What follows belongs to an exercise in optimizing a design on an open flow for small area and a short achievable clock period; a production flow would make more cautious choices.
At most, simulation tests tie the RTL to the original design; equivalence was not proved.
No activity file was given, so power comes from the tool's default toggle rates.

## fp16_mac
module fp16_mac (
    input  logic                        clk,
    input  logic                        rst,
    input  logic                        in_valid_i,
    input  logic [2-1:0]           tag_i,
    input  logic [16-1:0]          k_i,
    input  logic [16-1:0]          x_i,
    input  logic [16-1:0]          b_i,
    output logic                        out_valid_o,
    output logic [2-1:0]           tag_o,
    output logic [16-1:0]          result_o
);
Size in the first run: ~1900 cells after synthesis, roughly 310 flip-flops, about 72 I/O pins, ~18000 µm² of cells after synthesis.
make LEC_CHECK=0 CAP_MARGIN=20 CORE_MARGIN=2 CORE_UTILIZATION=40 CTS_CLUSTER_DIAMETER=80 CTS_CLUSTER_SIZE=40 SETUP_SLACK_MARGIN=2.8 SLEW_MARGIN=20 finish   # period 6.0 ns
run.sh (not shown) runs the stock make flow with config.mk's settings and CLKGATE_MAP_FILE= SYNTH_SCRIPT=/design/flow/synth_recipe.tcl, a recipe that flattens the netlist after the stock synthesis.
Rerun with:
--- a/flow/config.mk
+++ b/flow/config.mk
@@ -11 +11 @@
-export CTS_CLUSTER_DIAMETER = 80
+export CTS_CLUSTER_DIAMETER = 70
Routed wire length goes up by 0.30%.
Worst setup slack barely changes.
First-iteration DRC count climbs by 3.5%.
Core utilization stays flat.
Global-route usage climbs by 0.12 points.
Non-clock buffer count shrinks by 1.
Final area stays flat.
Die area is unchanged.
Total power increases by 0.79%.
Clock power goes up by about 7%.
No run of this note included a check of the RTL's function; only the layout flow was run.

fp16_mac, a different RTL version from the one above (not shown whole).
Size in the first run: ~300 flip-flops, ~18,000 um^2 of cells after synthesis.
## fp16_mac
module fp16_mac (
    input  logic                        clk,
    input  logic                        rst,
    input  logic                        in_valid_i,
    input  logic [2-1:0]           tag_i,
    input  logic [16-1:0]          k_i,
    input  logic [16-1:0]          x_i,
    input  logic [16-1:0]          b_i,
    output logic                        out_valid_o,
    output logic [2-1:0]           tag_o,
    output logic [16-1:0]          result_o
);
clock: 6.0 ns
lec_check: 0
cap_margin: 20
core_margin: 2
core_utilization: 40
setup_slack_margin: 3.0
slew_margin: 20
The first run completed without violations.
Rerun with:
Settings changed: SETUP_SLACK_MARGIN 3.0 to 2.8.
Cell count came out lower by a few percent.
Die area does not change.
Routed wire length came out lower by a few percent.

## main
Another version of the RTL of fp16_mac (not shown whole).
Size: roughly 1900 cells after synthesis, roughly 310 flip-flops, ~72 I/O pins.
clock: 6.0 ns
lec_check: 0
cap_margin: 20
core_margin: 2
core_utilization: 40
cts_cluster_diameter: 80
cts_cluster_size: 40
setup_slack_margin: 3.1
slew_margin: 20
main: PASS, flow complete, no timing, DRC or antenna violations
The inputs of the feature branch differ from those of main as listed below.
-- flow/config.mk --
<<< main, line 11
export CTS_CLUSTER_DIAMETER = 80
export CTS_CLUSTER_SIZE = 40
export SETUP_SLACK_MARGIN = 3.1
>>> the feature branch, line 11
export SETUP_SLACK_MARGIN = 2.8
### Flow results
In the metrics for main and the feature branch, the one carrying the higher combinational fraction of design power is main. In the feature branch, total power after layout is higher than in main. Summary — global-route usage over all layers, the feature branch relative to main: higher, by 0.54 points. Summary of the feature branch over main: post-detailed-routing wire length now sits lower, utilization now sits lower, non-clock buffer count now sits lower. Against main, the feature branch comes in 0.43 points higher on sequential share of layout area. Of the two candidates, main has the worse maximum VDD drop and the feature branch the better one. Number of nets in the layout, main and the feature branch: smaller value in the feature branch.

== exp/nickel ==
Starting RTL as in the previous note.
==> flow/design.v (excerpt) <==
module fp16_mac (
    input  logic                        clk,
    input  logic                        rst,
    input  logic                        in_valid_i,
    input  logic [2-1:0]           tag_i,
    input  logic [16-1:0]          k_i,
    input  logic [16-1:0]          x_i,
    input  logic [16-1:0]          b_i,
    output logic                        out_valid_o,
    output logic [2-1:0]           tag_o,
    output logic [16-1:0]          result_o
);
Settings: LEC_CHECK=0, CAP_MARGIN=20, CORE_MARGIN=2, CORE_UTILIZATION=40, CTS_CLUSTER_DIAMETER=60, CTS_CLUSTER_SIZE=35, SETUP_SLACK_MARGIN=2.8, SLEW_MARGIN=20; clock period 6.0 ns.
exp/nickel ran to completion and came out clean on the timing, design-rule and antenna checks.
#### Input delta (exp/cedar over exp/nickel)
- CORE_UTILIZATION: 40 -> 45
- CTS_CLUSTER_SIZE: 35 -> 40
- CTS_CLUSTER_DIAMETER: 60 -> 70
Results
exp/cedar | stages: all done | timing, DRC, antenna: all pass. Relative to exp/nickel, power share of the clock group decreased by 1.5 points in exp/cedar. Between exp/cedar and exp/nickel, the largest stage delay on the critical path figures differ only marginally. Sort exp/nickel and exp/cedar by final non-filler cell total, ascending, and exp/cedar comes first. Leakage power total (exp/cedar over exp/nickel): decrease, 0.43%. Final cell area: exp/cedar below exp/nickel. exp/cedar vs exp/nickel — utilization rose 5.6 points. Compared exp/cedar against exp/nickel; switching portion of total power within noise. Power after layout shrinks slightly when moving from exp/nickel to exp/cedar.
Modified inputs, exp/ember compared to exp/cedar
- an added ABC_AREA of 1
- a change of CORE_UTILIZATION from 45 to 40
- a change of CTS_CLUSTER_SIZE from 40 to 35
- a change of CTS_CLUSTER_DIAMETER from 70 to 60
==> summary.txt <==
No stage failed in exp/ember, and the final checks on the layout all came back clean.
| number of cells on the critical path | higher: exp/ember |
Compared with exp/cedar, in exp/ember basic-gate share of the synthesized area counting and, or, nand and nor cells went up 7.4 points; via count went up by about 13%.
Multiplexer fraction of the synthesized cell area was lower in the run labelled exp/ember.
Comparing exp/cedar with exp/ember, the maximum single-stage delay on the critical path came out essentially unchanged.
For exp/fjord, these inputs were changed with respect to exp/ember:
- CTS_CLUSTER_SIZE: 35 -> 40
- ABC_AREA: 1 -> unset
- SETUP_SLACK_MARGIN: 2.8 -> 2.7
- CTS_CLUSTER_DIAMETER: 60 -> 70
Findings:
exp/fjord: all stages complete, timing, DRC and antenna checks passed
Number of nets in the final layout sits lower in exp/fjord than in exp/ember.
exp/ember has higher number of placement rows than exp/fjord.
Looking at most common cell after layout, fill and taps aside, the dfxtp_1 result is from exp/fjord; the nand2_1 one comes from exp/ember.
Comparing exp/ember and exp/fjord, the higher combinational share of power was measured on exp/ember.
Between exp/fjord and exp/ember, it is exp/fjord whose sequential share of layout area is higher, by 1.2 points.
Cmp exp/ember and exp/fjord / total clock buffers created by CTS / lower: exp/fjord
Taking exp/ember as the reference point, the required time of the critical path of exp/fjord falls by 0.10 ns.
exp/fjord drops fewer vias than exp/ember.
Summary: with exp/ember as the reference, fmax in exp/fjord moved down by a few percent.
[diff] final wirelength, exp/fjord relative to exp/ember: improvement

JK:
Another version of the RTL of fp16_mac (not shown whole).
Size: about 1800 cells after synthesis, roughly 310 flip-flops, about 72 I/O pins, ~17000 µm² of cells after synthesis.
## fp16_mac
module fp16_mac (
    input  logic                        clk,
    input  logic                        rst,
    input  logic                        in_valid_i,
    input  logic [2-1:0]           tag_i,
    input  logic [16-1:0]          k_i,
    input  logic [16-1:0]          x_i,
    input  logic [16-1:0]          b_i,
    output logic                        out_valid_o,
    output logic [2-1:0]           tag_o,
    output logic [16-1:0]          result_o
);
    localparam int CSW = 58;       
    logic [10:0] u_k_sig, u_x_sig;
    logic [4:0]  u_k_exp, u_x_exp;
    logic [CSW-1:0] m_cs, c1_cs;
    logic [10:0] e_b_sig, c1_b_sig;
    logic [4:0]  e_b_exp, c1_b_exp;
    logic [5:0]  e_es, c1_es;
    logic        c1_p_sign, c1_b_sign;
    logic [1:0]  c1_tag;
    logic        c1_valid;
    fp16_unpack unpack_k (.w_i(k_i), .sig_o(u_k_sig), .exp_o(u_k_exp));
    fp16_unpack unpack_x (.w_i(x_i), .sig_o(u_x_sig), .exp_o(u_x_exp));
    fp16_mul_a mul_a_i (.a_i(u_k_sig), .b_i(u_x_sig), .cs_o(m_cs));
    fp16_expo1 expo1_i (
        .k_exp_i(u_k_exp), .x_exp_i(u_x_exp), .b_i(b_i),
        .b_sig_o(e_b_sig), .b_exp_o(e_b_exp), .es_o(e_es)
    );
    fp16_vpipe #(1'b1) c1_v (.clk, .rst, .d(in_valid_i), .q(c1_valid));
    fp16_pipe #(CSW + 26, 1'b1) c1 (.clk,
        .d({m_cs, e_b_sig, e_b_exp, e_es, k_i[15] ^ x_i[15], b_i[15], tag_i}),
  ...
clock: 6.0 ns
lec_check: 0
cap_margin: 20
core_margin: 2
core_utilization: 40
cts_cluster_diameter: 70
cts_cluster_size: 40
setup_slack_margin: 3.0
slew_margin: 20
standard.sh (not shown) runs the stock make flow with config.mk's settings and CLKGATE_MAP_FILE= SYNTH_SCRIPT=/design/flow/synth_recipe.tcl, a recipe that flattens the netlist after the stock synthesis.
==> flow/flow/run.sh <==
#!/bin/bash
# Standard layout, with the port buffers made of plain buffers (buf_1)
# instead of the delay cells that buffer_ports picks by default.
set -e
export BUFFER_PORTS_ARGS="-buffer_cell sky130_fd_sc_hd__buf_1"
bash standard.sh > standard.log 2>&1
--- input diff JK..MS ---
Settings: CORE_UTILIZATION changed from 40 to 45; SETUP_SLACK_MARGIN changed from 3.0 to 2.8.
==> flow/run.sh (new file) <==
#!/bin/bash
# synth_recipe.tcl (not shown) runs the flow's synth.tcl, then flattens the netlist and writes it again
# the make line also repeats each setting of config.mk as NAME=value (left out here)
make -C /OpenROAD-flow-scripts/flow DESIGN_CONFIG=/design/flow/config.mk WORK_HOME=/design/flow/orfs CLKGATE_MAP_FILE= SYNTH_SCRIPT=/design/flow/synth_recipe.tcl finish
removed: flow/flow/run.sh
removed: flow/standard.sh
Notes after the runs:
In the route summary, MS ends up with a via count below that of JK. Looking only at least setup slack across all paths after layout, and setting everything else aside, the lower value of JK and MS goes to MS. | power dissipated by switching net loads | MS vs JK | better |. Power share of the combinational group (MS over JK): decrease, 2.0 points.
The following lists how AL was set up differently from MS:
Settings: CORE_UTILIZATION: 45 -> 40.
==> flow/flow/run.sh (new file) <==
#!/bin/bash
# Standard layout, with the port buffers made of plain buffers (buf_2)
# instead of the delay cells that buffer_ports picks by default.
set -e
export BUFFER_PORTS_ARGS="-buffer_cell sky130_fd_sc_hd__buf_2"
bash standard.sh > standard.log 2>&1
==> flow/standard.sh (new file) <==
#!/bin/bash
# synth_recipe.tcl (not shown) runs the flow's synth.tcl, then flattens the netlist and writes it again
# the make line also repeats each setting of config.mk as NAME=value (left out here)
make -C /OpenROAD-flow-scripts/flow DESIGN_CONFIG=/design/flow/config.mk WORK_HOME=/design/flow/orfs CLKGATE_MAP_FILE= SYNTH_SCRIPT=/design/flow/synth_recipe.tcl "${@:-finish}"
removed: flow/run.sh
Results
- AL completed end to end with timing, DRC and antenna clean.
- Final worst slack up 0.030 ns in AL wrt MS
- | met2 global-route usage | AL vs MS | 2.6 points lower |
- Summary of the comparison: final standard cell count with taps included and fillers excluded is higher in AL, relative to MS.
- Final standard cell area without fillers: AL < MS
- In AL the height of the die turned out 5.9% higher than in MS.
Relative to AL, the following input files were edited for TR:
==> flow/run.sh (new file) <==
#!/bin/bash
# synth_recipe.tcl (not shown) runs the flow's synth.tcl, then flattens the netlist and writes it again
# the make line also repeats each setting of config.mk as NAME=value (left out here)
make -C /OpenROAD-flow-scripts/flow DESIGN_CONFIG=/design/flow/config.mk WORK_HOME=/design/flow/orfs CLKGATE_MAP_FILE= SYNTH_SCRIPT=/design/flow/synth_recipe.tcl finish
removed: flow/flow/run.sh
removed: flow/standard.sh
## What came out
For the multi-input combinational cell area, TR came in 0.62% higher than AL did. Instance count after placement with tap cells included delta (AL -> TR): insignificant. Of TR and AL, it is TR that has the lower time the worst path needs with I/O delays and setup. Taking AL as the reference point, the final RePlAce weighted congestion of TR falls by 1.3%.
Setup changes, TR to PW
Settings: swapping 2.8 for 3.0 in SETUP_SLACK_MARGIN.
==> flow/flow/run.sh (new file) <==
#!/bin/bash
# Standard layout, with the port buffers made of plain buffers (buf_2)
# instead of the delay cells that buffer_ports picks by default.
set -e
export BUFFER_PORTS_ARGS="-buffer_cell sky130_fd_sc_hd__buf_2"
bash standard.sh > standard.log 2>&1
==> flow/standard.sh (new file) <==
#!/bin/bash
# synth_recipe.tcl (not shown) runs the flow's synth.tcl, then flattens the netlist and writes it again
# the make line also repeats each setting of config.mk as NAME=value (left out here)
make -C /OpenROAD-flow-scripts/flow DESIGN_CONFIG=/design/flow/config.mk WORK_HOME=/design/flow/orfs CLKGATE_MAP_FILE= SYNTH_SCRIPT=/design/flow/synth_recipe.tcl "${@:-finish}"
removed: flow/run.sh
==> comparison <==
On design area, PW tracks TR almost exactly. Re layout-stage area growth over the synthesis result: PW is 0.15 points up on TR. Proportion of layout cells with a drive suffix above 1 (PW over TR): increase, 5.7 points. PW against TR: total power now sits higher, first-pass GRT wire length decreased by about 0.8% relative to the old numbers, total number of sequential cells saw little to no change. PW -> TR: number of logic inverters in the finished layout delta 0, exact match. TR ended up with fewer cell instances than PW did. Via density per instance, PW and TR, higher one = PW.

## job 101
RTL: one of the versions met above, not the one the previous note started from.
Size: ~1900 cells after synthesis, about 310 flip-flops, ~72 I/O pins, about 0.018 mm² of cells after synthesis.
==> flow/config.mk <==
export PLATFORM = sky130hd
export DESIGN_NAME = fp16_mac
export DESIGN_NICKNAME = fp16_mac
export VERILOG_FILES = /design/flow/design.v
export SDC_FILE = /design/flow/constraint.sdc
export NUM_CORES = 4
export LEC_CHECK = 0
export CAP_MARGIN = 20
export CORE_MARGIN = 2
export CORE_UTILIZATION = 40
export CTS_CLUSTER_DIAMETER = 60
export CTS_CLUSTER_SIZE = 30
export SETUP_SLACK_MARGIN = 2.8
export SLEW_MARGIN = 20
==> flow/constraint.sdc <==
create_clock -name core_clock -period 6.0 [get_ports {clk}]
set_input_delay 1.2000 -clock core_clock [delete_from_list [all_inputs] [get_ports {clk}]]
set_output_delay 1.2000 -clock core_clock [all_outputs]
set_load 0.01 [all_outputs]
run.sh (not shown) runs the stock make flow with config.mk's settings and CLKGATE_MAP_FILE= SYNTH_SCRIPT=/design/flow/synth_recipe.tcl, a recipe that flattens the netlist after the stock synthesis.
Stock flow here: none of the scripts above is used.
diff inputs: job 101 => job 102
Settings: setting ABC_AREA to 1 for the first time; removing CTS_CLUSTER_SIZE (formerly 30); removing CTS_CLUSTER_DIAMETER (formerly 60).
Notes after the runs:
Job 102: no failed stages, no open violations at the end. Final critical path time including I/O delays and setup sits lower in job 102 than in job 101. From job 101 to job 102 the numbers moved as follows: non-clock buffer count fell by 5.8%; clock network area share up 0.70 points; number of hold-slack violations in the final timing report saw little to no change; total number of vias increased 1775. Going from job 101 to job 102, sequential power shrank by a few percent. Compared with job 101, number of distinct library cells after synthesis in job 102 decreased by more than a quarter. [compare] base=job 101 new=job 102: number of tap instances shows an increase of 1.4%; share of the cycle needed by the critical path after routing -0.24 points; utilization comparable; total power now larger.
> inputs changed (job 102 -> job 103)
Settings: an added CTS_CLUSTER_DIAMETER of 70; an added CTS_CLUSTER_SIZE of 40; an added GPL_TIMING_DRIVEN of 0; a deleted ABC_AREA that had been 1.
Job 102 reports its main combinational cell family by area after synthesis as simple AND/OR/NAND/NOR gates while job 103 reports adder cells.
Diff job 102 -> job 103 | area added between synthesis and finish | increase of 5.0 points
Taking job 102 as the reference, in job 103 global-route wire length before repair saw a decrease, met1 usage in global routing shows a reduction of 2.3 points.
Job 102 tops out at a higher clock frequency than job 103.
Sort job 102 and job 103 by number of global-route vias before repair, descending, and job 102 comes first.
[inputs] job 104 vs job 103
Settings: removing GPL_TIMING_DRIVEN (formerly 0); changing CTS_CLUSTER_DIAMETER from 70 to 80.
==> comparison <==
- Wire length reported by the detailed router: job 104 vs job 103 down 5.4%
- Job 104 vs job 103: wire length per cell after detailed routing down
- Against job 103 as the reference, job 104 delivers a lower share of power burned in the clock network.
- No stage failed in job 104, and the final checks on the layout all came back clean.
- Job 103 ran to completion and came out clean on the timing, design-rule and antenna checks.
- | internal power consumption | lower: job 104 |
- Looking at job 104 and job 103, the met1 track demand over resource is a wash.
- Relative to job 103, the delay of the slowest critical-path stage of job 104 is lower by 0.04 ns.
- Worst slack after detailed placement is lower on job 104
- In the metrics for job 104 and job 103, the one carrying the lower time the worst path needs with I/O delays and setup is job 104.
- Looking at part of the cycle the worst path needs, job 104 sits 1.4 points lower than job 103 does.
- Going from job 103 to job 104, the area growth from synthesis to final layout was found to have gone down by 5.1 points.
- Relative to job 103, setup slack after layout has increased by 0.084 ns in job 104.

afterwards: timing with drivers on the ports:
No port has a modelled driver above. Below, the same layouts with a new extraction and two added sets of constraints.
Step 1, drivers: a clkbuf_16 drives clk and a buf_2 each remaining input, both assumed.
Step 2 adds t to the input delays and takes it off the output delays; t is the mean of the earliest and latest rising clock arrival at the registers after step 1. Input paths then give back, and output paths get back, about the clock's delay inside the block.
Three values: ideal ports, drivers, drivers and shift; two values: the first two.
run	t (ns)	setup slack, ns	latest minus earliest clock arrival (ns)	worst register clock-pin slew, ns	pins driven straight from the clock port
the first run of note 1	0.585	2.830 / 2.845 / 2.272	0.046 / 0.046	0.12 / 0.12	1
the second run of note 1	0.605	2.829 / 2.859 / 2.254	0.019 / 0.019	0.09 / 0.09	1
the first run of note 2	0.583	2.788 / 2.788 / 2.239	0.033 / 0.033	0.07 / 0.07	1
the second run of note 2	0.573	2.837 / 2.837 / 2.304	0.027 / 0.027	0.06 / 0.06	1
main	0.578	2.906 / 2.916 / 2.338	0.039 / 0.039	0.12 / 0.12	1
the feature branch	0.587	2.798 / 2.798 / 2.298	0.019 / 0.020	0.06 / 0.06	1
exp/nickel	0.617	2.812 / 2.812 / 2.286	0.033 / 0.033	0.08 / 0.08	1
exp/cedar	0.593	2.843 / 2.877 / 2.284	0.044 / 0.044	0.11 / 0.11	1
exp/ember	0.637	2.881 / 2.905 / 2.267	0.026 / 0.025	0.08 / 0.08	1
exp/fjord	0.592	2.750 / 2.783 / 2.191	0.037 / 0.036	0.11 / 0.11	1
JK	0.589	2.945 / 2.953 / 2.364	0.029 / 0.028	0.10 / 0.10	1
MS	0.587	2.829 / 2.855 / 2.268	0.028 / 0.028	0.10 / 0.10	1
AL	0.581	2.859 / 2.885 / 2.305	0.027 / 0.027	0.10 / 0.10	1
TR	0.583	2.862 / 2.891 / 2.308	0.047 / 0.047	0.10 / 0.10	1
PW	0.579	2.958 / 2.962 / 2.383	0.020 / 0.021	0.10 / 0.10	1
job 101	0.617	2.812 / 2.812 / 2.286	0.033 / 0.033	0.08 / 0.08	1
job 102	0.573	2.826 / 2.866 / 2.294	0.028 / 0.029	0.07 / 0.07	1
job 103	0.603	2.780 / 2.801 / 2.197	0.023 / 0.023	0.10 / 0.10	1
job 104	0.595	2.864 / 2.896 / 2.301	0.036 / 0.036	0.11 / 0.11	1
After both steps setup and hold are still met in every run listed. For exp/ember, which loses most, drivers alone change the setup slack by +0.024 ns; drivers and shift together by -0.614 ns.
